From an optimization exercise on the open Yosys and OpenROAD flow, aimed at small area and a short achievable clock period; shortcuts taken in it are not production practice.
Function was checked by simulation only, so behaviour that the tests miss may differ from the original.

==> raven <==
==> flow/design.v <==
module lcd_bus_responder #(
    parameter int BUSY_CYC  = 40,
    parameter int BUSY_LONG = 1520
) (
    input  logic               clk,
    input  logic               rst,
    input  logic               lcd_e,
    input  logic               lcd_rs,
    input  logic               lcd_rw,
    input  logic [7:0]         lcd_data_in,
    output logic [7:0]         lcd_data_out,
    output logic               lcd_data_oe,
    input  logic [6:0]         scan_addr,
    output logic [7:0]         scan_data,
    output logic [6:0]         cursor_addr,
    output logic [5:0]         shift_ofs,
    output logic               disp_on,
    output logic               cursor_on,
    output logic               blink_on,
    output logic               line2,
    output logic               bus8,
    output logic               busy,
    output logic               cmd_strobe,
    output logic               overrun,
    output logic               err
);
    localparam int MAX_BUSY = (BUSY_LONG > BUSY_CYC) ? BUSY_LONG : BUSY_CYC;
    localparam int CNT_W    = $clog2(MAX_BUSY + 1);
    localparam logic [CNT_W-1:0] CYC_LOAD  = CNT_W'(BUSY_CYC - 1);
    localparam logic [CNT_W-1:0] LONG_LOAD = CNT_W'(BUSY_LONG - 1);
    typedef enum logic [1:0] {ST_IDLE, ST_FILL, ST_WAIT} state_t;
    state_t           state;
    state_t           state_nxt;
    logic [CNT_W-1:0] busy_cnt;
    logic [6:0]       fill_idx;
    logic [6:0]       fill_addr;
    logic             fill_we;
    logic             e_meta;
    logic             e_sync;
    logic             e_prev;
    logic             cap_rs;
    logic             cap_rw;
    logic [7:0]       cap_data;
    logic             fall;
    logic             wr_accept;
    logic             wr_drop;
    logic             rd_accept;
    logic             is_clear;
    logic             is_home;
    logic [6:0]       ac;
    logic             inc_dec;
    logic             disp_shift;
    logic             cg_sel;
    logic [7:0]       data_byte;
    logic [7:0]       status_byte;
    function automatic logic [6:0] step_ac(input logic [6:0] a, input logic inc, input logic l2);
        if (l2) begin
            if (inc) step_ac = (a == 7'h27) ? 7'h40 : (a == 7'h67) ? 7'h00 : a + 7'd1;
            else     step_ac = (a == 7'h00) ? 7'h67 : (a == 7'h40) ? 7'h27 : a - 7'd1;
        end else begin
            if (inc) step_ac = (a == 7'h4F) ? 7'h00 : a + 7'd1;
            else     step_ac = (a == 7'h00) ? 7'h4F : a - 7'd1;
        end
    endfunction
    function automatic logic [5:0] step_ofs(input logic [5:0] o, input logic inc);
        if (inc) step_ofs = (o == 6'd39) ? 6'd0 : o + 6'd1;
        else     step_ofs = (o == 6'd0) ? 6'd39 : o - 6'd1;
    endfunction
    function automatic logic ddram_valid(input logic [6:0] a, input logic l2);
        if (l2) ddram_valid = (a <= 7'h27) || ((a >= 7'h40) && (a <= 7'h67));
        else    ddram_valid = (a <= 7'h4F);
    endfunction
    always_ff @(posedge clk or posedge rst) begin
        if (rst) begin
            e_meta <= 1'b0;
            e_sync <= 1'b0;
            e_prev <= 1'b0;
        end else begin
            e_meta <= lcd_e;
            e_sync <= e_meta;
            e_prev <= e_sync;
        end
    end
    always_ff @(posedge clk or posedge rst) begin
        if (rst) begin
            cap_rs   <= 1'b0;
            cap_rw   <= 1'b0;
            cap_data <= 8'h00;
        end else if (e_sync) begin
            cap_rs   <= lcd_rs;
            cap_rw   <= lcd_rw;
            cap_data <= lcd_data_in;
        end
    end
    assign fall      = e_prev & ~e_sync;
    assign wr_accept = fall & ~cap_rw & ~busy;
    assign wr_drop   = fall & ~cap_rw & busy;
    assign rd_accept = fall & cap_rw;
    assign is_clear  = ~cap_rs & (cap_data == 8'h01);
    assign is_home   = ~cap_rs & (cap_data[7:1] == 7'b0000001);
    always_ff @(posedge clk or posedge rst) begin
        if (rst) state <= ST_IDLE;
        else     state <= state_nxt;
    end
    always_comb begin
        state_nxt = state;
        case (state)
            ST_IDLE: if (wr_accept) state_nxt = is_clear ? ST_FILL : ST_WAIT;
            ST_FILL: if (fill_idx == 7'd79) state_nxt = ST_WAIT;
            ST_WAIT: if (busy_cnt == '0) state_nxt = ST_IDLE;
            default: state_nxt = ST_IDLE;
        endcase
    end
    always_comb begin
        busy    = (state != ST_IDLE);
        fill_we = (state == ST_FILL);
    end
    always_ff @(posedge clk or posedge rst) begin
        if (rst) begin
            busy_cnt <= '0;
            fill_idx <= '0;
        end else begin
            case (state)
                ST_IDLE: if (wr_accept) begin
                    fill_idx <= '0;
                    busy_cnt <= is_home ? LONG_LOAD : CYC_LOAD;
                end
                ST_FILL: begin
                    fill_idx <= fill_idx + 7'd1;
                    busy_cnt <= CYC_LOAD;
                end
                ST_WAIT: busy_cnt <= busy_cnt - CNT_W'(1);
                default: ;
            endcase
        end
    end
    assign fill_addr = (line2 && (fill_idx >= 7'd40)) ? fill_idx + 7'd24 : fill_idx;
    always_ff @(posedge clk or posedge rst) begin
        if (rst) begin
            ac         <= 7'h00;
            shift_ofs  <= 6'd0;
            disp_on    <= 1'b0;
            cursor_on  <= 1'b0;
            blink_on   <= 1'b0;
            line2      <= 1'b0;
            bus8       <= 1'b1;
            inc_dec    <= 1'b1;
            disp_shift <= 1'b0;
            cmd_strobe <= 1'b0;
            overrun    <= 1'b0;
            err        <= 1'b0;
        end else begin
            cmd_strobe <= wr_accept | rd_accept;
            overrun    <= wr_drop;
            err        <= 1'b0;
            if (rd_accept && cap_rs && !cg_sel) ac <= step_ac(ac, inc_dec, line2);
            if (wr_accept) begin
                if (cap_rs) begin
                    if (!cg_sel) begin
                        ac <= step_ac(ac, inc_dec, line2);
                        if (disp_shift) shift_ofs <= step_ofs(shift_ofs, inc_dec);
                    end
                end else begin
                    casez (cap_data)
                        8'b1???????: begin
                            if (ddram_valid(cap_data[6:0], line2)) ac <= cap_data[6:0];
                            else err <= 1'b1;
                        end
                        8'b01??????: begin
                        end
                        8'b001?????: begin
                            bus8  <= cap_data[4];
                            line2 <= cap_data[3];
                        end
                        8'b0001????: begin
                            if (cap_data[3]) shift_ofs <= step_ofs(shift_ofs, cap_data[2]);
                            else ac <= step_ac(ac, cap_data[2], line2);
                        end
                        8'b00001???: begin
                            disp_on   <= cap_data[2];
                            cursor_on <= cap_data[1];
                            blink_on  <= cap_data[0];
                        end
                        8'b000001??: begin
                            inc_dec    <= cap_data[1];
                            disp_shift <= cap_data[0];
                        end
                        8'b0000001?: begin
                            ac        <= 7'h00;
                            shift_ofs <= 6'd0;
                        end
                        8'b00000001: begin
                            ac        <= 7'h00;
                            shift_ofs <= 6'd0;
                            inc_dec   <= 1'b1;
                        end
                        default: ;
                    endcase
                end
            end
        end
    end
    logic [1:0]        rot;
    logic [127:0][7:0] dd;
    logic [63:0][7:0]  cg;
    always_ff @(posedge clk) rot <= rot + 2'd1;
    logic       pv;
    logic       pcg;
    logic [6:0] pa;
    logic [7:0] pd;
    logic       p_load;
    logic       p_commit;
    assign p_load   = wr_accept & cap_rs;
    assign p_commit = pv & (pa[1:0] == rot);
    always_ff @(posedge clk) begin
        pv <= p_load | (pv & ~p_commit);
        if (p_load) begin
            pcg <= cg_sel;
            pa  <= cg_sel ? {1'b0, cg_addr} : ac;
            pd  <= cap_data;
        end
    end
    logic [3:1]       fs_v;
    logic [6:0]       fs_a1, fs_a2, fs_a3;
    always_ff @(posedge clk) begin
        fs_v  <= {fs_v[2:1], fill_we};
        fs_a1 <= fill_addr;
        fs_a2 <= fs_a1;
        fs_a3 <= fs_a2;
    end
    logic [3:0] f_hit;
    logic       f_commit;
    logic [4:0] f_ring;
    assign f_hit[0] = fill_we & (fill_addr[1:0] == rot);
    assign f_hit[1] = fs_v[1] & (fs_a1[1:0] == rot);
    assign f_hit[2] = fs_v[2] & (fs_a2[1:0] == rot);
    assign f_hit[3] = fs_v[3] & (fs_a3[1:0] == rot);
    assign f_commit = |f_hit;
    assign f_ring   = ({5{f_hit[0]}} & fill_addr[6:2]) | ({5{f_hit[1]}} & fs_a1[6:2]) |
                      ({5{f_hit[2]}} & fs_a2[6:2]) | ({5{f_hit[3]}} & fs_a3[6:2]);
    logic [4:0] c_ring;
    logic       c_dd;
    logic       c_cg;
    logic [7:0] c_data;
    assign c_ring = f_commit ? f_ring : pa[6:2];
    assign c_dd   = f_commit | (p_commit & ~pcg);
    assign c_cg   = p_commit & pcg;
    assign c_data = f_commit ? 8'h20 : pd;
    always_ff @(posedge clk) begin
        for (int j = 0; j < 32; j++) begin
            dd[4*j+0] <= dd[4*j+1];
            dd[4*j+1] <= dd[4*j+2];
            dd[4*j+2] <= dd[4*j+3];
            dd[4*j+3] <= (c_dd && c_ring == 5'(j)) ? c_data : dd[4*j+0];
        end
        for (int j = 0; j < 16; j++) begin
            cg[4*j+0] <= cg[4*j+1];
            cg[4*j+1] <= cg[4*j+2];
            cg[4*j+2] <= cg[4*j+3];
            cg[4*j+3] <= (c_cg && c_ring[3:0] == 4'(j)) ? pd : cg[4*j+0];
        end
    end
    function automatic logic [7:0] dd_read(input logic [6:0] x);
        logic [1:0] q;
        logic       fh;
        q  = x[1:0] - rot;
        fh = (fs_v[1] && fs_a1 == x && q <= 2'd2) ||
             (fs_v[2] && fs_a2 == x && q <= 2'd1) ||
             (fs_v[3] && fs_a3 == x && q == 2'd0);
        if (pv && !pcg && pa == x) dd_read = pd;
        else if (fh)               dd_read = 8'h20;
        else                       dd_read = dd[{x[6:2], q}];
    endfunction
    function automatic logic [7:0] cg_read(input logic [5:0] y);
        logic [1:0] q;
        q = y[1:0] - rot;
        if (pv && pcg && pa[5:0] == y) cg_read = pd;
        else                           cg_read = cg[{y[5:2], q}];
    endfunction
    logic [5:0] cg_addr;
    always_ff @(posedge clk or posedge rst) begin
        if (rst) begin
            cg_sel  <= 1'b0;
            cg_addr <= 6'd0;
        end else if (wr_accept && !cap_rs) begin
            if (cap_data[7] && ddram_valid(cap_data[6:0], line2)) begin
                cg_sel <= 1'b0;
            end else if (cap_data[7:6] == 2'b01) begin
                cg_sel  <= 1'b1;
                cg_addr <= cap_data[5:0];
            end else if (cap_data == 8'h01) begin
                cg_sel <= 1'b0;
            end
        end else if ((wr_accept || rd_accept) && cap_rs && cg_sel) begin
            cg_addr <= inc_dec ? cg_addr + 6'd1 : cg_addr - 6'd1;
        end
    end
    assign data_byte   = cg_sel ? cg_read(cg_addr) : dd_read(ac);
    assign status_byte = cg_sel ? {busy, 1'b0, cg_addr} : {busy, ac};
    always_ff @(posedge clk) scan_data <= dd_read(scan_addr);
    assign cursor_addr      = ac;
    assign lcd_data_oe  = e_sync & cap_rw;
    assign lcd_data_out = lcd_data_oe ? (cap_rs ? data_byte : status_byte) : 8'h00;
endmodule
==> flow/run.sh <==
#!/bin/bash
# synth_recipe.tcl (not shown) runs the flow's synth.tcl, then flattens the netlist and writes it again
# the make line also repeats each setting of config.mk as NAME=value (left out here)
make -C /OpenROAD-flow-scripts/flow DESIGN_CONFIG=/design/flow/config.mk WORK_HOME=/design/flow/orfs CLKGATE_MAP_FILE= SYNTH_SCRIPT=/design/flow/synth_recipe.tcl finish
==> flow/config.mk <==
export PLATFORM = sky130hd
export DESIGN_NAME = lcd_bus_responder
export DESIGN_NICKNAME = lcd_bus_responder
export VERILOG_FILES = /design/flow/design.v
export SDC_FILE = /design/flow/constraint.sdc
export NUM_CORES = 4
export LEC_CHECK = 0
export CAP_MARGIN = 20
export CORE_MARGIN = 2
export CORE_UTILIZATION = 40
export SLEW_MARGIN = 20
==> flow/constraint.sdc <==
create_clock -name core_clock -period 10.0 [get_ports {clk}]
set_input_delay 2.0000 -clock core_clock [delete_from_list [all_inputs] [get_ports {clk}]]
set_output_delay 2.0000 -clock core_clock [all_outputs]
set_load 0.01 [all_outputs]
==> umber (differences from raven) <==
==> flow/design.v, changed modules only <==
module lcd_bus_responder #(
    parameter int BUSY_CYC  = 40,
    parameter int BUSY_LONG = 1520
) (
    input  logic               clk,
    input  logic               rst,
    input  logic               lcd_e,
    input  logic               lcd_rs,
    input  logic               lcd_rw,
    input  logic [7:0]         lcd_data_in,
    output logic [7:0]         lcd_data_out,
    output logic               lcd_data_oe,
    input  logic [6:0]         scan_addr,
    output logic [7:0]         scan_data,
    output logic [6:0]         cursor_addr,
    output logic [5:0]         shift_ofs,
    output logic               disp_on,
    output logic               cursor_on,
    output logic               blink_on,
    output logic               line2,
    output logic               bus8,
    output logic               busy,
    output logic               cmd_strobe,
    output logic               overrun,
    output logic               err
);
    localparam int MAX_BUSY = (BUSY_LONG > BUSY_CYC) ? BUSY_LONG : BUSY_CYC;
    localparam int CNT_W    = $clog2(MAX_BUSY + 1);
    localparam logic [CNT_W-1:0] CYC_LOAD  = CNT_W'(BUSY_CYC - 1);
    localparam logic [CNT_W-1:0] LONG_LOAD = CNT_W'(BUSY_LONG - 1);
    typedef enum logic [1:0] {ST_IDLE, ST_FILL, ST_WAIT} state_t;
    state_t           state;
    state_t           state_nxt;
    logic [CNT_W-1:0] busy_cnt;
    logic [6:0]       fill_idx;
    logic [6:0]       fill_addr;
    logic             fill_we;
    logic             e_meta;
    logic             e_sync;
    logic             e_prev;
    logic             cap_rs;
    logic             cap_rw;
    logic [7:0]       cap_data;
    logic             fall;
    logic             wr_accept;
    logic             wr_drop;
    logic             rd_accept;
    logic             is_clear;
    logic             is_home;
    logic [6:0]       ac;
    logic             inc_dec;
    logic             disp_shift;
    logic             cg_sel;
    logic [7:0]       ddram [0:127];
    logic             mem_we;
    logic [6:0]       mem_wa;
    logic [7:0]       mem_wd;
    logic [7:0]       data_byte;
    logic [7:0]       status_byte;
    function automatic logic [6:0] step_ac(input logic [6:0] a, input logic inc, input logic l2);
        if (l2) begin
            if (inc) step_ac = (a == 7'h27) ? 7'h40 : (a == 7'h67) ? 7'h00 : a + 7'd1;
            else     step_ac = (a == 7'h00) ? 7'h67 : (a == 7'h40) ? 7'h27 : a - 7'd1;
        end else begin
            if (inc) step_ac = (a == 7'h4F) ? 7'h00 : a + 7'd1;
            else     step_ac = (a == 7'h00) ? 7'h4F : a - 7'd1;
        end
    endfunction
    function automatic logic [5:0] step_ofs(input logic [5:0] o, input logic inc);
        if (inc) step_ofs = (o == 6'd39) ? 6'd0 : o + 6'd1;
        else     step_ofs = (o == 6'd0) ? 6'd39 : o - 6'd1;
    endfunction
    function automatic logic ddram_valid(input logic [6:0] a, input logic l2);
        if (l2) ddram_valid = (a <= 7'h27) || ((a >= 7'h40) && (a <= 7'h67));
        else    ddram_valid = (a <= 7'h4F);
    endfunction
    always_ff @(posedge clk or posedge rst) begin
        if (rst) begin
            e_meta <= 1'b0;
            e_sync <= 1'b0;
            e_prev <= 1'b0;
        end else begin
            e_meta <= lcd_e;
            e_sync <= e_meta;
            e_prev <= e_sync;
        end
    end
    always_ff @(posedge clk or posedge rst) begin
        if (rst) begin
            cap_rs   <= 1'b0;
            cap_rw   <= 1'b0;
            cap_data <= 8'h00;
        end else if (e_sync) begin
            cap_rs   <= lcd_rs;
            cap_rw   <= lcd_rw;
            cap_data <= lcd_data_in;
        end
    end
    assign fall      = e_prev & ~e_sync;
    assign wr_accept = fall & ~cap_rw & ~busy;
    assign wr_drop   = fall & ~cap_rw & busy;
    assign rd_accept = fall & cap_rw;
    assign is_clear  = ~cap_rs & (cap_data == 8'h01);
    assign is_home   = ~cap_rs & (cap_data[7:1] == 7'b0000001);
    always_ff @(posedge clk or posedge rst) begin
        if (rst) state <= ST_IDLE;
        else     state <= state_nxt;
    end
    always_comb begin
        state_nxt = state;
        case (state)
            ST_IDLE: if (wr_accept) state_nxt = is_clear ? ST_FILL : ST_WAIT;
            ST_FILL: if (fill_idx == 7'd79) state_nxt = ST_WAIT;
            ST_WAIT: if (busy_cnt == '0) state_nxt = ST_IDLE;
            default: state_nxt = ST_IDLE;
        endcase
    end
    always_comb begin
        busy    = (state != ST_IDLE);
        fill_we = (state == ST_FILL);
    end
    always_ff @(posedge clk or posedge rst) begin
        if (rst) begin
            busy_cnt <= '0;
            fill_idx <= '0;
        end else begin
            case (state)
                ST_IDLE: if (wr_accept) begin
                    fill_idx <= '0;
                    busy_cnt <= is_home ? LONG_LOAD : CYC_LOAD;
                end
                ST_FILL: begin
                    fill_idx <= fill_idx + 7'd1;
                    busy_cnt <= CYC_LOAD;
                end
                ST_WAIT: busy_cnt <= busy_cnt - CNT_W'(1);
                default: ;
            endcase
        end
    end
    assign fill_addr = (line2 && (fill_idx >= 7'd40)) ? fill_idx + 7'd24 : fill_idx;
    always_ff @(posedge clk or posedge rst) begin
        if (rst) begin
            ac         <= 7'h00;
            shift_ofs  <= 6'd0;
            disp_on    <= 1'b0;
            cursor_on  <= 1'b0;
            blink_on   <= 1'b0;
            line2      <= 1'b0;
            bus8       <= 1'b1;
            inc_dec    <= 1'b1;
            disp_shift <= 1'b0;
            cmd_strobe <= 1'b0;
            overrun    <= 1'b0;
            err        <= 1'b0;
        end else begin
            cmd_strobe <= wr_accept | rd_accept;
            overrun    <= wr_drop;
            err        <= 1'b0;
            if (rd_accept && cap_rs && !cg_sel) ac <= step_ac(ac, inc_dec, line2);
            if (wr_accept) begin
                if (cap_rs) begin
                    if (!cg_sel) begin
                        ac <= step_ac(ac, inc_dec, line2);
                        if (disp_shift) shift_ofs <= step_ofs(shift_ofs, inc_dec);
                    end
                end else begin
                    casez (cap_data)
                        8'b1???????: begin
                            if (ddram_valid(cap_data[6:0], line2)) ac <= cap_data[6:0];
                            else err <= 1'b1;
                        end
                        8'b01??????: begin
                        end
                        8'b001?????: begin
                            bus8  <= cap_data[4];
                            line2 <= cap_data[3];
                        end
                        8'b0001????: begin
                            if (cap_data[3]) shift_ofs <= step_ofs(shift_ofs, cap_data[2]);
                            else ac <= step_ac(ac, cap_data[2], line2);
                        end
                        8'b00001???: begin
                            disp_on   <= cap_data[2];
                            cursor_on <= cap_data[1];
                            blink_on  <= cap_data[0];
                        end
                        8'b000001??: begin
                            inc_dec    <= cap_data[1];
                            disp_shift <= cap_data[0];
                        end
                        8'b0000001?: begin
                            ac        <= 7'h00;
                            shift_ofs <= 6'd0;
                        end
                        8'b00000001: begin
                            ac        <= 7'h00;
                            shift_ofs <= 6'd0;
                            inc_dec   <= 1'b1;
                        end
                        default: ;
                    endcase
                end
            end
        end
    end
    logic [7:0] cgram [0:63];
    logic [5:0] cg_addr;
    always_ff @(posedge clk or posedge rst) begin
        if (rst) begin
            cg_sel  <= 1'b0;
            cg_addr <= 6'd0;
        end else if (wr_accept && !cap_rs) begin
            if (cap_data[7] && ddram_valid(cap_data[6:0], line2)) begin
                cg_sel <= 1'b0;
            end else if (cap_data[7:6] == 2'b01) begin
                cg_sel  <= 1'b1;
                cg_addr <= cap_data[5:0];
            end else if (cap_data == 8'h01) begin
                cg_sel <= 1'b0;
            end
        end else if ((wr_accept || rd_accept) && cap_rs && cg_sel) begin
            cg_addr <= inc_dec ? cg_addr + 6'd1 : cg_addr - 6'd1;
        end
    end
    always_ff @(posedge clk) begin
        if (wr_accept && cap_rs && cg_sel) cgram[cg_addr] <= cap_data;
    end
    assign data_byte   = cg_sel ? cgram[cg_addr] : ddram[ac];
    assign status_byte = cg_sel ? {busy, 1'b0, cg_addr} : {busy, ac};
    assign mem_we = fill_we | (wr_accept & cap_rs & ~cg_sel);
    assign mem_wa = fill_we ? fill_addr : ac;
    assign mem_wd = fill_we ? 8'h20 : cap_data;
    always_ff @(posedge clk) begin
        if (mem_we) ddram[mem_wa] <= mem_wd;
        scan_data <= ddram[scan_addr];
    end
    assign cursor_addr      = ac;
    assign lcd_data_oe  = e_sync & cap_rw;
    assign lcd_data_out = lcd_data_oe ? (cap_rs ? data_byte : status_byte) : 8'h00;
endmodule
==> summary of the runs <==
Between umber and raven, the lower count of clock-buffer cells in the layout is in umber (gap 38). Of raven and umber, umber has the higher maximum frequency (gap about 18%, measured against umber). Between raven and umber, the lower critical path depth is in umber (gap 3). umber ran to the end with no violations. raven produced a clean layout. Against raven, the cell area of umber is larger by about 5.6%. In umber the sequential cell count is lower than in raven, by 43.

[what the ideal ports hide]
No port has a modelled driver above. Below, the same layouts with a new extraction and two added sets of constraints.
Step 1 (the two cells are an assumption about what drives the block):
set clk [get_ports {clk}]
set_driving_cell -lib_cell sky130_fd_sc_hd__clkbuf_16 $clk
set_driving_cell -lib_cell sky130_fd_sc_hd__buf_2 [delete_from_list [all_inputs] $clk]
Step 2, shift: input delay + t, output delay - t, t = (earliest + latest rising clock arrival at the registers) / 2. This alone moves slack from input paths to output paths.
Slacks: ideal ports / drivers / drivers and shift; pairs: ideal ports / drivers.
run | t, ns | setup WS [ns] | worst setup path after step 2 | worst slew at a driven data input, ns
raven | 0.901 | 0.657 / 0.576 / 1.477 | register to output | 0.09
umber | 0.902 | 2.314 / 2.232 / 3.134 | register to output | 0.06
After both steps setup and hold are still met in every run listed.
